This is an optimization exercise on Yosys and OpenROAD, whose aim is small area and few clock cycles, not a production implementation.
Only simulation tests tie the RTL to the original design; equivalence was not proved.
No activity file was given, so power comes from the tool's default toggle rates.

--- flow/config.mk ---
export PLATFORM = sky130hd
export DESIGN_NAME = morse_key_timing_decoder
export DESIGN_NICKNAME = morse_key_timing_decoder
export VERILOG_FILES = /design/flow/design.v
export SDC_FILE = /design/flow/constraint.sdc
export NUM_CORES = 4
export LEC_CHECK = 0
export CAP_MARGIN = 20
export CORE_MARGIN = 2
export CORE_UTILIZATION = 80
export SLEW_MARGIN = 20
--- flow/constraint.sdc ---
create_clock -name core_clock -period 10.0 [get_ports {clk_i}]
set_input_delay 2.0000 -clock core_clock [delete_from_list [all_inputs] [get_ports {clk_i}]]
set_output_delay 2.0000 -clock core_clock [all_outputs]
set_load 0.01 [all_outputs]
--- flow/design.v ---
module mktd_classify (
  input  logic        press_i,
  input  logic [23:0] duration_i,
  input  logic [23:0] dot_time_i,
  input  logic [23:0] dash_time_i,
  input  logic [23:0] leniency_i,
  output logic        win1_o,
  output logic        win2_o
);
  localparam int W = 28;
  function automatic logic sign2(input logic [W-1:0] s, input logic [W-1:0] c, input logic ci);
    logic k;
    k = ci;
    for (int i = 0; i < W - 1; i++) k = (s[i] & c[i]) | ((s[i] | c[i]) & k);
    sign2 = s[W-1] ^ c[W-1] ^ k;
  endfunction
  logic [W-1:0] dn, t, l, nl, p2, gn, m;
  logic [W-1:0] s1, c1, s2, c2, a1, a2;
  assign dn = ~{4'd0, duration_i};
  assign t  = W'(dot_time_i);
  assign l  = W'(leniency_i);
  assign nl = ~l;
  assign p2 = press_i ? t << 1 : '0;
  assign gn = ~(press_i ? t : '0);
  assign m  = press_i ? t << 3 : W'(dash_time_i);
  assign s1 = t ^ p2 ^ dn;
  assign a1 = (t & p2) | (t & dn) | (p2 & dn);
  assign c1 = {a1[W-2:0], 1'b0};
  assign s2 = m ^ gn ^ dn;
  assign a2 = (m & gn) | (m & dn) | (gn & dn);
  assign c2 = {a2[W-2:0], 1'b1};
  function automatic logic win(input logic [W-1:0] s, input logic [W-1:0] c,
                               input logic [W-1:0] l, input logic [W-1:0] nl);
    logic [W-1:0] xa, xb;
    xa = (s & c) | (s & l) | (c & l);
    xb = (s & c) | (s & nl) | (c & nl);
    win = !sign2(s ^ c ^ l, {xa[W-2:0], 1'b0}, 1'b0) &&
          sign2(s ^ c ^ nl, {xb[W-2:0], 1'b1}, 1'b1);
  endfunction
  assign win1_o = win(s1, c1, l, nl);
  assign win2_o = win(s2, c2, l, nl);
endmodule
module mktd_decode (
  input  logic       clk_i,
  input  logic       rst_ni,
  input  logic       valid_i,
  input  logic [1:0] func_i,
  input  logic       win1_i,
  input  logic       win2_i,
  output logic       wr_o,
  output logic [6:0] entry_o
);
  logic [4:0] node_q, node_d;
  logic       pending, clear;
  logic [1:0] kind;
  assign pending = (node_q != 5'd1);
  always_comb begin
    node_d = node_q;
    wr_o   = 1'b0;
    kind   = 2'd0;
    clear  = 1'b0;
    if (valid_i) begin
      case (func_i)
        2'd0: begin
          if (win1_i) begin
            clear = 1'b1;
            wr_o  = pending;
          end else if (win2_i) begin
            clear = 1'b1;
            wr_o  = 1'b1;
            kind  = 2'd1;
          end
        end
        2'd1: begin
          if (win1_i || win2_i) begin
            if (node_q[4] || (node_q == 5'd0)) node_d = 5'd0;
            else node_d = {node_q[3:0], !win1_i};
          end
        end
        2'd2: begin
          clear = 1'b1;
          wr_o  = 1'b1;
          kind  = 2'd2;
        end
        default: ;
      endcase
    end
    if (clear) node_d = 5'd1;
  end
  assign entry_o = {node_q, kind};
  always_ff @(posedge clk_i or negedge rst_ni) begin
    if (!rst_ni) node_q <= 5'd1;
    else         node_q <= node_d;
  end
endmodule
module mktd_result_fifo (
  input  logic       clk_i,
  input  logic       rst_ni,
  input  logic       wr_i,
  input  logic [6:0] entry_i,
  output logic       full_o,
  output logic       pop_o,
  output logic       out_valid_o,
  input  logic       out_stall_i,
  output logic [6:0] character_o,
  output logic       unmatched_o,
  output logic       end_of_message_o,
  output logic       last_o
);
  logic [6:0] mem_q [2];
  logic [1:0] vld_q;
  logic       wptr_q, rptr_q;
  logic       space_q;
  logic [6:0] head;
  logic [4:0] node;
  logic [1:0] kind;
  logic       show_space, take;
  logic [6:0] c;
  assign head        = mem_q[rptr_q];
  assign node        = head[6:2];
  assign kind        = head[1:0];
  assign out_valid_o = vld_q[rptr_q];
  assign full_o      = &vld_q;
  assign show_space  = (kind == 2'd1) && (space_q || (node == 5'd1));
  assign take        = out_valid_o && !out_stall_i;
  assign pop_o       = take && last_o;
  always_comb begin
    case (node)
      5'd5:  c = 7'd65;   
      5'd24: c = 7'd66;   
      5'd26: c = 7'd67;   
      5'd12: c = 7'd68;   
      5'd2:  c = 7'd69;   
      5'd18: c = 7'd70;   
      5'd14: c = 7'd71;   
      5'd16: c = 7'd72;   
      5'd4:  c = 7'd73;   
      5'd23: c = 7'd74;   
      5'd13: c = 7'd75;   
      5'd20: c = 7'd76;   
      5'd7:  c = 7'd77;   
      5'd6:  c = 7'd78;   
      5'd15: c = 7'd79;   
      5'd22: c = 7'd80;   
      5'd29: c = 7'd81;   
      5'd10: c = 7'd82;   
      5'd8:  c = 7'd83;   
      5'd3:  c = 7'd84;   
      5'd9:  c = 7'd85;   
      5'd17: c = 7'd86;   
      5'd11: c = 7'd87;   
      5'd25: c = 7'd88;   
      5'd27: c = 7'd89;   
      5'd28: c = 7'd90;   
      default: c = 7'd0;
    endcase
  end
  assign character_o      = show_space ? 7'd32 : c;
  assign unmatched_o      = !show_space && (node != 5'd1) && (c == 7'd0);
  assign end_of_message_o = (kind == 2'd2);
  assign last_o           = (kind != 2'd1) || show_space;
  always_ff @(posedge clk_i) begin
    if (wr_i) mem_q[wptr_q] <= entry_i;
  end
  always_ff @(posedge clk_i or negedge rst_ni) begin
    if (!rst_ni) begin
      vld_q   <= '0;
      wptr_q  <= 1'b0;
      rptr_q  <= 1'b0;
      space_q <= 1'b0;
    end else begin
      if (pop_o) begin
        vld_q[rptr_q] <= 1'b0;
        rptr_q        <= !rptr_q;
      end
      if (wr_i) begin
        vld_q[wptr_q] <= 1'b1;
        wptr_q        <= !wptr_q;
      end
      if (take) space_q <= !last_o;
    end
  end
endmodule
module morse_key_timing_decoder (
  input  logic        clk_i,
  input  logic        rst_ni,
  input  logic        in_valid_i,
  output logic        in_stall_o,
  input  logic [1:0]  func_i,
  input  logic [23:0] duration_us_i,
  output logic        out_valid_o,
  input  logic        out_stall_i,
  output logic [6:0]  character_o,
  output logic        unmatched_o,
  output logic        end_of_message_o,
  output logic        last_o,
  input  logic        cfg_valid_i,
  output logic        cfg_ready_o,
  input  logic [1:0]  cfg_index_i,
  input  logic [23:0] cfg_data_i
);
  localparam logic [23:0] DOT_TIME_RST  = 24'd1000000;
  localparam logic [23:0] DASH_TIME_RST = 24'd3000000;
  localparam logic [23:0] LENIENCY_RST  = 24'd500000;
  logic [23:0] dot_time_q, dash_time_q, leniency_q;
  logic        in_accept, full, pop, win1, win2, wr;
  logic [6:0]  entry;
  assign cfg_ready_o = 1'b1;
  always_ff @(posedge clk_i or negedge rst_ni) begin
    if (!rst_ni) begin
      dot_time_q  <= DOT_TIME_RST;
      dash_time_q <= DASH_TIME_RST;
      leniency_q  <= LENIENCY_RST;
    end else if (cfg_valid_i) begin
      case (cfg_index_i)
        2'd0: dot_time_q  <= cfg_data_i;
        2'd1: dash_time_q <= cfg_data_i;
        2'd2: leniency_q  <= cfg_data_i;
        default: ;
      endcase
    end
  end
  assign in_stall_o = full && !pop && ((func_i == 2'd2) || ((func_i == 2'd0) && (win1 || win2)));
  assign in_accept  = in_valid_i && !in_stall_o;
  mktd_classify u_classify (
    .press_i     (func_i == 2'd0),
    .duration_i  (duration_us_i),
    .dot_time_i  (dot_time_q),
    .dash_time_i (dash_time_q),
    .leniency_i  (leniency_q),
    .win1_o      (win1),
    .win2_o      (win2)
  );
  mktd_decode u_decode (
    .clk_i   (clk_i),
    .rst_ni  (rst_ni),
    .valid_i (in_accept),
    .func_i  (func_i),
    .win1_i  (win1),
    .win2_i  (win2),
    .wr_o    (wr),
    .entry_o (entry)
  );
  mktd_result_fifo u_result_fifo (
    .clk_i            (clk_i),
    .rst_ni           (rst_ni),
    .wr_i             (wr),
    .entry_i          (entry),
    .full_o           (full),
    .pop_o            (pop),
    .out_valid_o      (out_valid_o),
    .out_stall_i      (out_stall_i),
    .character_o      (character_o),
    .unmatched_o      (unmatched_o),
    .end_of_message_o (end_of_message_o),
    .last_o           (last_o)
  );
endmodule
--- flow/flow/run.sh ---
#!/bin/bash
# Standard layout with three changes:
#  - the port buffers are the smallest buffer cell;
#  - the clock tree has no dummy loads;
#  - after the standard synthesis, some cells become smaller ones of the same
#    function where the netlist allows (flow/netfix.py).
set -euo pipefail
export BUFFER_PORTS_ARGS="-buffer_cell sky130_fd_sc_hd__buf_1"
export CTS_ARGS="-sink_clustering_enable -repair_clock_nets -dont_use_dummy_load -buf_list sky130_fd_sc_hd__clkbuf_8"
RESULTS=orfs/results/${FLOW_PLATFORM:-sky130hd}/morse_key_timing_decoder/base
bash standard.sh synth > flow_synth.log 2>&1
python3 flow/netfix.py "$RESULTS/1_2_yosys.v" > flow_netfix.log 2>&1
touch "$RESULTS/1_2_yosys.v"
bash standard.sh > flow_make.log 2>&1
--- flow/flow/netfix.py ---
#!/usr/bin/env python3
"""Area clean-ups on the standard synthesis netlist that keep its function and
its registers:
  - a full adder whose sum output drives nothing becomes a majority gate
    (maj3: the carry of a full adder is the majority of its inputs), and a half
    adder whose sum drives nothing becomes an AND gate;
  - a 2:1 mux whose output drives only the D pin of a flip-flop becomes an
    o22a gate, (S | A0) & (!S | A1), with one shared inverter per select net.
Usage: netfix.py NETLIST (edited in place)."""
import re, sys, collections

path = sys.argv[1]
txt = open(path).read()
OUT = {'X', 'Y', 'SUM', 'COUT', 'Q', 'Q_N', 'HI', 'LO'}
inst = re.compile(r'^(\s*)(sky130_fd_sc_hd__\w+)(\s+)(\S+)(\s*)\((.*?)\);', re.S | re.M)
pin = re.compile(r'\.(\w+)\(([^()]*)\)')

outputs = set(re.findall(r'^\s*output\s+(?:\[[^\]]*\]\s*)?(\S+);', txt, re.M))
loads = collections.defaultdict(list)
for m in inst.finditer(txt):
    for p, n in pin.findall(m.group(6)):
        if p not in OUT:
            loads[n.strip()].append((m.group(2), p))
for m in re.finditer(r'assign\s+(.+?)\s*=\s*(.+?);', txt, re.S):
    for n in re.findall(r"[\\\w$.\[\]:]+", m.group(2)):
        loads[n.strip()].append(('assign', ''))

def used(net):
    return bool(loads.get(net)) or net.split('[')[0].strip() in outputs

FLOPS = re.compile(r'sky130_fd_sc_hd__(dfrtp|dfstp|dfxtp|dfrbp|dfsbp|edfxtp)_\d$')
stats = collections.Counter()
sel_inv = {}

def fix(m):
    indent, typ, sp, name, sp2, body = m.groups()
    raw = dict(pin.findall(body))
    pins = dict((p, n.strip()) for p, n in raw.items())
    if typ == 'sky130_fd_sc_hd__fa_1' and not used(pins['SUM']):
        stats['fa'] += 1
        return (f"{indent}sky130_fd_sc_hd__maj3_1{sp}{name}{sp2}(\n"
                f"    .A({raw['A']}),\n    .B({raw['B']}),\n    .C({raw['CIN']}),\n"
                f"    .X({raw['COUT']})\n  );")
    if typ == 'sky130_fd_sc_hd__ha_1' and not used(pins['SUM']):
        stats['ha'] += 1
        return (f"{indent}sky130_fd_sc_hd__and2_1{sp}{name}{sp2}(\n"
                f"    .A({raw['A']}),\n    .B({raw['B']}),\n"
                f"    .X({raw['COUT']})\n  );")
    if re.match(r'sky130_fd_sc_hd__mux2_\d$', typ):
        ls = loads.get(pins['X'], [])
        if (len(ls) == 1 and FLOPS.match(ls[0][0]) and ls[0][1] == 'D'
                and pins['X'].split('[')[0] not in outputs):
            s = pins['S']
            if s not in sel_inv:
                sel_inv[s] = (len(sel_inv), raw['S'])
            k = sel_inv[s][0]
            stats['mux2'] += 1
            return (f"{indent}sky130_fd_sc_hd__o22a_1{sp}{name}{sp2}(\n"
                    f"    .A1({raw['S']}),\n    .A2({raw['A0']}),\n"
                    f"    .B1(netfix_sn_{k} ),\n    .B2({raw['A1']}),\n"
                    f"    .X({raw['X']})\n  );")
    return m.group(0)

new = inst.sub(fix, txt)
if sel_inv:
    decl = ''.join(f"  wire netfix_sn_{k} ;\n" for k, _ in sel_inv.values())
    cells = ''.join(f"  sky130_fd_sc_hd__inv_1 netfix_inv_{k} (\n    .A({r}),\n    .Y(netfix_sn_{k} )\n  );\n"
                    for k, r in sel_inv.values())
    i = new.index(';', new.index('module ')) + 1
    new = new[:i] + '\n' + decl + new[i:]
    j = new.rindex('endmodule')
    new = new[:j] + cells + new[j:]
open(path, 'w').write(new)
print('netfix:', dict(stats), 'select inverters:', len(sel_inv))
--- flow/standard.sh ---
#!/bin/bash
# synth_recipe.tcl (not shown) runs the flow's synth.tcl, then flattens the netlist and writes it again
# the make line also repeats each setting of config.mk as NAME=value (left out here)
make -C /OpenROAD-flow-scripts/flow DESIGN_CONFIG=/design/flow/config.mk WORK_HOME=/design/flow/orfs CLKGATE_MAP_FILE= SYNTH_SCRIPT=/design/flow/synth_recipe.tcl "${@:-finish}"
==> results of run 1 <==
-- cell type report --
type / instances / area [um2]
clock buffers: 9 / 123.9
well taps: 140 / 175.2
inverters: 170 / 638.1
fillers: 572 / 1506
repair buffers: 71 / 285.3
flip-flops and latches: 96 / 2504
multi-input cells: 621 / 5513
-- through the flow --
stage                 util  worst slack, ns  power [W]  hold slack, ns  area, um2
global route        0.8598           0.9665   0.002348          0.5174       9239
global placement    0.8479            1.788   0.001839          0.4759       9111
floorplan                -            2.427   0.001581          0.4535       8746
detailed placement  0.8479            1.433   0.001944          0.4836       9111
CTS                 0.8595            1.380   0.002158          0.5015       9235
finish              0.8598            1.172   0.002211          0.5052       9239
-- state kept, by name, indices dropped and copies added, names as in the netlist, 2 cells and up --
name	cells
u_decode.node_q	5
dash_time_q	24
u_result_fifo.vld_q	2
leniency_q	24
u_result_fifo.mem_q	14
dot_time_q	24
-- path summary, 6_finish.rpt --
path | slack (ns) | endpoint | depth (start not counted)
setup / recovery | 1.17 | in_stall_o | 15
hold / removal | 0.51 | dash_time_q[13] | 1
setup reg to reg | 4.82 | u_result_fifo.mem_q[0][2] | 13
hold reg to reg | 0.51 | dash_time_q[13] | 1
max in group asynchronous | 7.82 | dash_time_q[17] | 1
min in group asynchronous | 1.64 | u_decode.node_q[2] | 1
-- metal layers --
metal	vias up	routed length, um
met5	-	0
met4	0	1273
met3	136	2344
met2	598	11870
met1	3818	8634
li1	3242	-
-- worst reg2reg max path, delay by kind of cell, from the launching register on --
family                   cells  cell delay (ns)
buffers and inverters        1             0.14
flip-flops                   1             0.53
AND/OR/NAND/NOR              2             0.60
adder cells (fa/ha/maj)      2             1.04
AO/OA/AOI/OAI                8             2.53
-- power by group --
part / leakage [nW] / internal, W / switching, W
clock network: 0.0647 / 0.0000809 / 0.000130
registers: 1.04 / 0.000498 / 0.0000831
logic: 2.89 / 0.000570 / 0.000849
total: 4.00 / 0.00115 / 0.00106
==> impl_metrics.json, run 1 <==
{
  "numPortBuffers": 68,
  "power.density_nw_per_um2": 239.3,
  "synth_area_per_cell_um2": 9.632,
  "initial_core_util": 0.8139,
  "required_ns": 8.00,
  "clk_pin_slew_ns": 0.08,
  "ant_nets": 0,
  "clock_sinks": 96,
  "syn_inst": 908,
  "grtUsageTotal": 0.4362,
  "setup-tns-final_ns": 0,
  "hold_viol": 0,
  "grt_remaining_overflow": 0,
  "max-clock-path-buffers": 2,
  "layout-drive-gt1-share": 0.05998,
  "final_cells": 1107,
  "fin_crit_sh": 0.8828,
  "grt_pass1_vias": 7953,
  "critPathBufInv": 3,
  "slowest_stage": "a2111oi_0",
  "ir_worst_vdd_v": 0.0001491,
  "holdBufCountCts": 0,
  "yosysWarningCount": 4,
  "num-nets-final": 1142,
  "die_h_um": 108.6,
  "grt_first_pass_wirelength_mm": 38.86,
  "ctsRootBufferMaster": "clkbuf_8",
  "p_leak_nw": 4.001,
  "die_area_um2": 11780,
  "hold_class": "reg2reg",
  "cpPeakStageDelay_ns": 0.96,
  "wire_per_inst_um": 21.79,
  "fin_skew_ns": 0.02789,
  "dp_hpwl_mm": 18.85,
  "gp_congestion": 1.002,
  "io_pins": 70,
  "post-route-drc-count": 0,
  "worst_ep_arrival_time_ns": 6.83,
  "worst_pin_slew_ns": 1.091,
  "critical-path-top-delay-family": "compound AO/OA/AOI/OAI gates",
  "busiest_layer": "met2",
  "num_rows": 38,
  "max_clock_freq_mhz": 113.3,
  "first_iter_violations": 956,
  "setup_viol": 0,
  "cts_tree": "built",
  "grt_antenna_before_repair": 0,
  "fin_crit_ns": 8.828,
  "grt_max_degree": 83,
  "cts_resized": 0,
  "worstSetupEndpointType": "primary output",
  "cp_max_fo": 24,
  "worstPathCellList": "buf_1 -> nor2_4 -> nand2_1 -> inv_1 -> a21oi_1 -> fa_1 -> fa_1 -> o211ai_1 -> a21oi_1 -> a2111oi_0 -> o2111ai_1 -> o221ai_1 -> o21ai_2 -> a211oi_1 -> buf_1",
  "rsz0062_at_grt": "false",
  "cts_buffers": 9,
  "grt_util_met1": 0.5581,
  "use_met2": 0.7321,
  "final_common_cell": "inv_1",
  "synthToLayoutAreaGrowth_pct": 5.637,
  "syn-num-nets": 1081,
  "routed_wl_mm": 24.12,
  "via_count": 7794,
  "status": "finished clean",
  "htree_levels": 3,
  "drv_slew": 0,
  "first_pass_iters": 6,
  "final_cell_mix": "inv_1, fa_1, nand2_1",
  "syn-cell-area_um2": 8746,
  "max_slew_margin": 0.2537,
  "crit-reg2reg-launch": "dot_time_q[17]",
  "dp.cells": 1098,
  "cap_violations": 0,
  "n_antenna_cell": 0,
  "vias_per_cell": 7.041,
  "core_um2": 10750,
  "die_w_um": 108.6,
  "gr-usage-met3": 0.06450,
  "critPathLaunch": "func_i[0]",
  "postCtsSetupBuffers": 0,
  "crit_type": "in2out",
  "min_from": "dash_time_q[13]",
  "clock_latency_ns": 0.40,
  "start_kind": "primary input"
}
Testbench counts, summed over its fixed seeds: cycles 21,145.
==> inputs of run 2 (changes only) <==
--- a/flow/flow/run.sh
+++ b/flow/flow/run.sh
@@ -7,5 +7,5 @@
 set -euo pipefail
 export BUFFER_PORTS_ARGS="-buffer_cell sky130_fd_sc_hd__buf_1"
-export CTS_ARGS="-sink_clustering_enable -repair_clock_nets -dont_use_dummy_load -buf_list sky130_fd_sc_hd__clkbuf_8"
+export CTS_ARGS="-sink_clustering_enable -repair_clock_nets -dont_use_dummy_load -root_buf sky130_fd_sc_hd__clkbuf_8 -buf_list sky130_fd_sc_hd__clkbuf_4"
 RESULTS=orfs/results/${FLOW_PLATFORM:-sky130hd}/morse_key_timing_decoder/base
 bash standard.sh synth > flow_synth.log 2>&1
--- a/flow/config.mk
+++ b/flow/config.mk
@@ -8,4 +8,4 @@
 export CAP_MARGIN = 20
 export CORE_MARGIN = 2
-export CORE_UTILIZATION = 80
+export CORE_UTILIZATION = 65
 export SLEW_MARGIN = 20
==> impl_metrics.json, run 2 <==
{
  "p_leak_nw": 4.001,
  "io_pins": 70,
  "core_um2": 13190,
  "fin_crit_ns": 8.474,
  "synthToLayoutAreaGrowth_pct": 6.152,
  "final_cells": 1143,
  "wire_per_inst_um": 19.05,
  "dp.cells": 1134,
  "fin_skew_ns": 0.02270,
  "grt_antenna_before_repair": 0,
  "first_iter_violations": 660,
  "setup-tns-final_ns": 0,
  "crit_type": "in2out",
  "cap_violations": 0,
  "cp_max_fo": 27,
  "num_rows": 42,
  "clk_pin_slew_ns": 0.06,
  "holdWs_ns": 0.4983,
  "die_area_um2": 14400,
  "cts_buffers": 9,
  "cts_tree": "built",
  "fin_crit_sh": 0.8474,
  "final_common_cell": "inv_1",
  "die_h_um": 120.0,
  "layout-drive-gt1-share": 0.05998,
  "die_w_um": 120.0,
  "routed_wl_mm": 21.78,
  "post-route-drc-count": 0,
  "syn-cell-area_um2": 8746,
  "initial_core_util": 0.6631,
  "holdBufCountCts": 0,
  "rsz0062_at_grt": "false",
  "max_clock_freq_mhz": 118.0,
  "via_count": 7083,
  "postLayoutSetupSlackWorst_ns": 1.526,
  "worst_ep_arrival_time_ns": 6.47,
  "clock_sinks": 96,
  "worst_pin_slew_ns": 0.8903,
  "yosysWarningCount": 4,
  "final_cell_mix": "inv_1, fa_1, nand2_1",
  "n_antenna_cell": 0,
  "max-clock-path-buffers": 2,
  "max_slew_margin": 0.3895,
  "worstSetupEndpointType": "primary output",
  "grt_pass1_vias": 7344,
  "hold_viol": 0,
  "required_ns": 8.00,
  "start_kind": "primary input",
  "grt_remaining_overflow": 0,
  "gp_congestion": 0.9702,
  "vias_per_cell": 6.197,
  "grtUsageTotal": 0.3217,
  "setup_viol": 0,
  "syn_inst": 908,
  "dp_hpwl_mm": 17.49,
  "grt_max_degree": 83,
  "ir_worst_vdd_v": 0.0001001,
  "ctsRootBufferMaster": "clkbuf_8",
  "numPortBuffers": 68,
  "power.density_nw_per_um2": 230.1,
  "synth_area_per_cell_um2": 9.632,
  "num-nets-final": 1142,
  "cts_resized": 0,
  "ant_nets": 0,
  "first_pass_iters": 5,
  "status": "finished clean",
  "grt_first_pass_wirelength_mm": 36.06,
  "postCtsSetupBuffers": 0,
  "syn-num-nets": 1081,
  "clock_latency_ns": 0.38,
  "htree_levels": 3,
  "hold_class": "reg2reg",
  "drv_slew": 0,
  "post-place-ws_ns": 1.582,
  "largestRegisters": "dash_time_q x24, dot_time_q x24, leniency_q x24"
}
[run 2: critical path: stages]
cell	delay (ns)
buf_1	0.38
or2_2	0.61
nor2_1	0.20
fa_1	0.56
inv_1	0.06
fa_1	0.55
inv_1	0.09
a221oi_1	0.40
a2111oi_0	0.17
o311a_1	0.38
o211ai_1	0.22
a41oi_1	0.29
a211oi_1	0.38
buf_1	0.18
[run 2: path summary, 6_finish.rpt]
path,startpoint,end,slack (ns),cells past startpoint
setup / recovery,func_i[0],in_stall_o,1.53,14
hold / removal,dash_time_q[12],dash_time_q[12],0.50,1
setup reg to reg,dot_time_q[18],u_result_fifo.mem_q[1][3],5.15,13
hold reg to reg,dash_time_q[12],dash_time_q[12],0.50,1
max in group asynchronous,rst_ni,leniency_q[14],7.81,1
min in group asynchronous,rst_ni,leniency_q[4],1.65,1
[run 2: where the power goes]
part           total, W  leakage, nW  internal, W  switching [W]
Clock          0.000206       0.0647    0.0000809       0.000126
Combinational   0.00135         2.89     0.000562       0.000792
Sequential     0.000576         1.04     0.000498      0.0000780
[run 2: final cells by class]
cell class	count	area, um2
Fill cell	1047	3906
Tap cell	176	220.2
Inverter	170	638.1
Multi-Input combinational cell	621	5513
Timing Repair Buffer	71	285.3
Sequential cell	96	2504
Clock buffer	9	123.9
[run 2: layer usage]
layer | GRT usage | part of all wire | vias up | wire [um]
li1 | - | - | 3259 | -
met5 | 0 | 0 | - | 0
met4 | 0.08897 | 0.021 | 0 | 459
met2 | 0.5469 | 0.49 | 268 | 10670
met3 | 0.05846 | 0.067 | 36 | 1464
met1 | 0.4270 | 0.42 | 3520 | 9184
[run 2: per-stage QoR]
stage          total power (W)    util  area (um2)
2_1_floorplan         0.001581       -        8746
3_3_place_gp          0.001854  0.6942        9156
3_5_place_dp          0.001907  0.6942        9156
4_1_cts               0.002120  0.7036        9280
5_1_grt               0.002318  0.7039        9284
6_report              0.002136  0.7039        9284
==> inputs of run 3 (changes only) <==
--- a/flow/design.v
+++ b/flow/design.v
@@ -15,10 +15,9 @@
     sign2 = s[W-1] ^ c[W-1] ^ k;
   endfunction
-  logic [W-1:0] dn, t, l, nl, p2, gn, m;
+  logic [W-1:0] dn, t, l, p2, gn, m;
   logic [W-1:0] s1, c1, s2, c2, a1, a2;
   assign dn = ~{4'd0, duration_i};
   assign t  = W'(dot_time_i);
   assign l  = W'(leniency_i);
-  assign nl = ~l;
   assign p2 = press_i ? t << 1 : '0;
   assign gn = ~(press_i ? t : '0);
@@ -31,13 +30,14 @@
   assign c2 = {a2[W-2:0], 1'b1};
   function automatic logic win(input logic [W-1:0] s, input logic [W-1:0] c,
-                               input logic [W-1:0] l, input logic [W-1:0] nl);
-    logic [W-1:0] xa, xb;
+                               input logic [W-1:0] l);
+    logic [W-1:0] sa, xa, xb;
+    sa = s ^ c ^ l;
     xa = (s & c) | (s & l) | (c & l);
-    xb = (s & c) | (s & nl) | (c & nl);
-    win = !sign2(s ^ c ^ l, {xa[W-2:0], 1'b0}, 1'b0) &&
-          sign2(s ^ c ^ nl, {xb[W-2:0], 1'b1}, 1'b1);
+    xb = (s & c) | (s & ~l) | (c & ~l);
+    win = !sign2(sa, {xa[W-2:0], 1'b0}, 1'b0) &&
+          sign2(~sa, {xb[W-2:0], 1'b1}, 1'b1);
   endfunction
-  assign win1_o = win(s1, c1, l, nl);
-  assign win2_o = win(s2, c2, l, nl);
+  assign win1_o = win(s1, c1, l);
+  assign win2_o = win(s2, c2, l);
 endmodule
 module mktd_decode (
--- a/flow/flow/run.sh
+++ b/flow/flow/run.sh
@@ -7,5 +7,5 @@
 set -euo pipefail
 export BUFFER_PORTS_ARGS="-buffer_cell sky130_fd_sc_hd__buf_1"
-export CTS_ARGS="-sink_clustering_enable -repair_clock_nets -dont_use_dummy_load -root_buf sky130_fd_sc_hd__clkbuf_8 -buf_list sky130_fd_sc_hd__clkbuf_4"
+export CTS_ARGS="-sink_clustering_enable -repair_clock_nets -dont_use_dummy_load -buf_list sky130_fd_sc_hd__clkbuf_8"
 RESULTS=orfs/results/${FLOW_PLATFORM:-sky130hd}/morse_key_timing_decoder/base
 bash standard.sh synth > flow_synth.log 2>&1
--- a/flow/config.mk
+++ b/flow/config.mk
@@ -8,4 +8,4 @@
 export CAP_MARGIN = 20
 export CORE_MARGIN = 2
-export CORE_UTILIZATION = 65
+export CORE_UTILIZATION = 40
 export SLEW_MARGIN = 20
==> impl_metrics.json, run 3 <==
{
  "initial_core_util": 0.4067,
  "grt_pass1_vias": 7247,
  "grt_antenna_before_repair": 0,
  "grtUsageTotal": 0.1981,
  "rsz0062_at_grt": "false",
  "largestRegisters": "dash_time_q x24, dot_time_q x24, leniency_q x24",
  "worst_pin_slew_ns": 0.9289,
  "vias_per_cell": 5.396,
  "final_cell_mix": "inv_1, fa_1, nand2_1",
  "core_um2": 21760,
  "setup_viol": 0,
  "required_ns": 8.00,
  "synthToLayoutAreaGrowth_pct": 7.466,
  "yosysWarningCount": 4,
  "first_iter_violations": 302,
  "grt_remaining_overflow": 0,
  "start_kind": "primary input",
  "holdBufCountCts": 0,
  "drv_slew": 0,
  "grt_first_pass_wirelength_mm": 37.39,
  "synth_area_per_cell_um2": 9.304,
  "design_area_um2": 9509,
  "fin_crit_ns": 8.637,
  "placed_cell_area_um2": 9380,
  "hold_class": "reg2reg",
  "worst_ep_arrival_time_ns": 6.64,
  "die_area_um2": 23330,
  "syn_inst": 951,
  "max-clock-path-buffers": 2,
  "fin_crit_sh": 0.8637,
  "max_clock_freq_mhz": 115.8,
  "cts_tree": "built",
  "cts_resized": 0,
  "ir_worst_vdd_v": 0.00008225,
  "clock_sinks": 96,
  "dp.cells": 1281,
  "die_h_um": 152.7,
  "power.density_nw_per_um2": 223.3,
  "crit_type": "in2out",
  "post-route-drc-count": 0,
  "p_leak_nw": 4.115,
  "dp_hpwl_mm": 17.77,
  "status": "finished clean",
  "via_count": 6961,
  "worstSetupEndpointType": "primary output",
  "syn-cell-area_um2": 8848,
  "cp_max_fo": 27,
  "grt_max_degree": 51,
  "fin_skew_ns": 0.04593,
  "routed_wl_mm": 22.02,
  "postCtsSetupBuffers": 0,
  "final_common_cell": "inv_1",
  "first_pass_iters": 6,
  "hold_viol": 0,
  "n_antenna_cell": 0,
  "max_slew_margin": 0.3759,
  "die_w_um": 152.7,
  "ant_nets": 0,
  "layout-drive-gt1-share": 0.06040,
  "io_pins": 70,
  "ctsRootBufferMaster": "clkbuf_8",
  "cts_buffers": 9,
  "post-route-util": 0.4371,
  "cap_violations": 0,
  "syn-num-nets": 1102,
  "gp_congestion": 0.8799,
  "final_cells": 1290,
  "num_rows": 54,
  "wire_per_inst_um": 17.07,
  "numPortBuffers": 68,
  "htree_levels": 3,
  "setup-tns-final_ns": 0,
  "num-nets-final": 1163,
  "clk_pin_slew_ns": 0.12,
  "clock_latency_ns": 0.41
}
==> run 3: cell types whose count changed in the layout (fill, tap and decap cells not counted), sizes merged, moves of 9 or more <==
cell,change
fa,-22
nand2b,+18
inv,+37
nor2b,+16
a21oi,-9
o22ai,-10
nand2,-20
nor2,-15
maj3,+20
==> run 3: final cells by class <==
class | instances | area (um2)
fillers | 2224 | 12250
multi-input cells | 626 | 5465
repair buffers | 72 | 289.0
inverters | 207 | 777.0
clock buffers | 9 | 123.9
well taps | 280 | 350.3
flip-flops and latches | 96 | 2504
==> run 3: path summary, 6_finish.rpt <==
check | from | endpoint | slack, ns | depth (start not counted)
worst max-delay path | func_i[0] | in_stall_o | 1.36 | 15
worst min-delay path | u_decode.node_q[0] | u_decode.node_q[0] | 0.50 | 2
worst max register to register | dot_time_q[0] | u_result_fifo.mem_q[1][6] | 5.16 | 13
worst min register to register | u_decode.node_q[0] | u_decode.node_q[0] | 0.50 | 2
max in group asynchronous | rst_ni | leniency_q[23] | 7.38 | 2
min in group asynchronous | rst_ni | dot_time_q[21] | 1.57 | 1
==> run 3: power breakdown <==
part	switching [W]	total, W	internal (W)
Combinational	0.000755	0.00132	0.000568
Sequential	0.0000883	0.000586	0.000498
Clock	0.000132	0.000213	0.0000810
Total	0.000976	0.00212	0.00115
==> run 3: metal layers <==
| metal | vias up | track usage | share of wire |
|---|---|---|---|
| li1 | 3366 | - | - |
| met1 | 3452 | 0.2753 | 0.48 |
| met2 | 122 | 0.3303 | 0.48 |
| met3 | 21 | 0.02702 | 0.028 |
| met4 | 0 | 0.04586 | 0.013 |
| met5 | - | 0 | 0 |
==> run 3: stage by stage <==
stage                     hold WS (ns)  power (W)  setup WS [ns]
after CTS                       0.4983   0.002137          1.081
after global routing            0.5194   0.002342          1.004
after floorplan                 0.4549   0.001604          1.999
after global placement          0.4750   0.001897          1.191
after detailed placement        0.4795   0.001912          1.101
final                           0.4956   0.002123          1.363
==> run 3: critical path, cell delays in order <==
cell      delay [ns]
buf_1           0.44
or2_2           0.65
nor2_1          0.24
fa_1            0.57
inv_1           0.06
fa_1            0.56
a22oi_1         0.08
a211oi_1        0.37
a221o_1         0.19
a21oi_1         0.09
o311ai_1        0.44
and3_1          0.41
nor2_1          0.14
nor3_1          0.21
buf_1           0.18
Testbench counts of run 3, summed over its fixed seeds: cycles 21,145.

-- port drivers added, routing unchanged --
The results above use ideal ports. As a check the final layouts listed here were re-extracted and re-timed, cells and wires unchanged. Step 1 (the two cells are an assumption about what drives the block):
set clk [get_ports {clk_i}]
set_driving_cell -lib_cell sky130_fd_sc_hd__clkbuf_16 $clk
set_driving_cell -lib_cell sky130_fd_sc_hd__buf_2 [delete_from_list [all_inputs] $clk]
Step 2, shift: input delay + t, output delay - t, t = (earliest + latest rising clock arrival at the registers) / 2. This alone moves slack from input paths to output paths. a / b / c = ideal / step 1 / step 2; a / b = the first two.
run | shift t [ns] | setup WS [ns] | slew at the worst register clock pin (ns)
run 1 | 0.418 | 1.172 / 1.145 / 1.145 | 0.10 / 0.10
run 2 | 0.414 | 1.526 / 1.494 / 1.494 | 0.09 / 0.09
run 3 | 0.429 | 1.363 / 1.335 / 1.335 | 0.12 / 0.12
After both steps setup and hold are still met in every run listed. The setup slack of run 2, which loses most, moves by -0.032 ns with the drivers and by -0.032 ns with both steps.
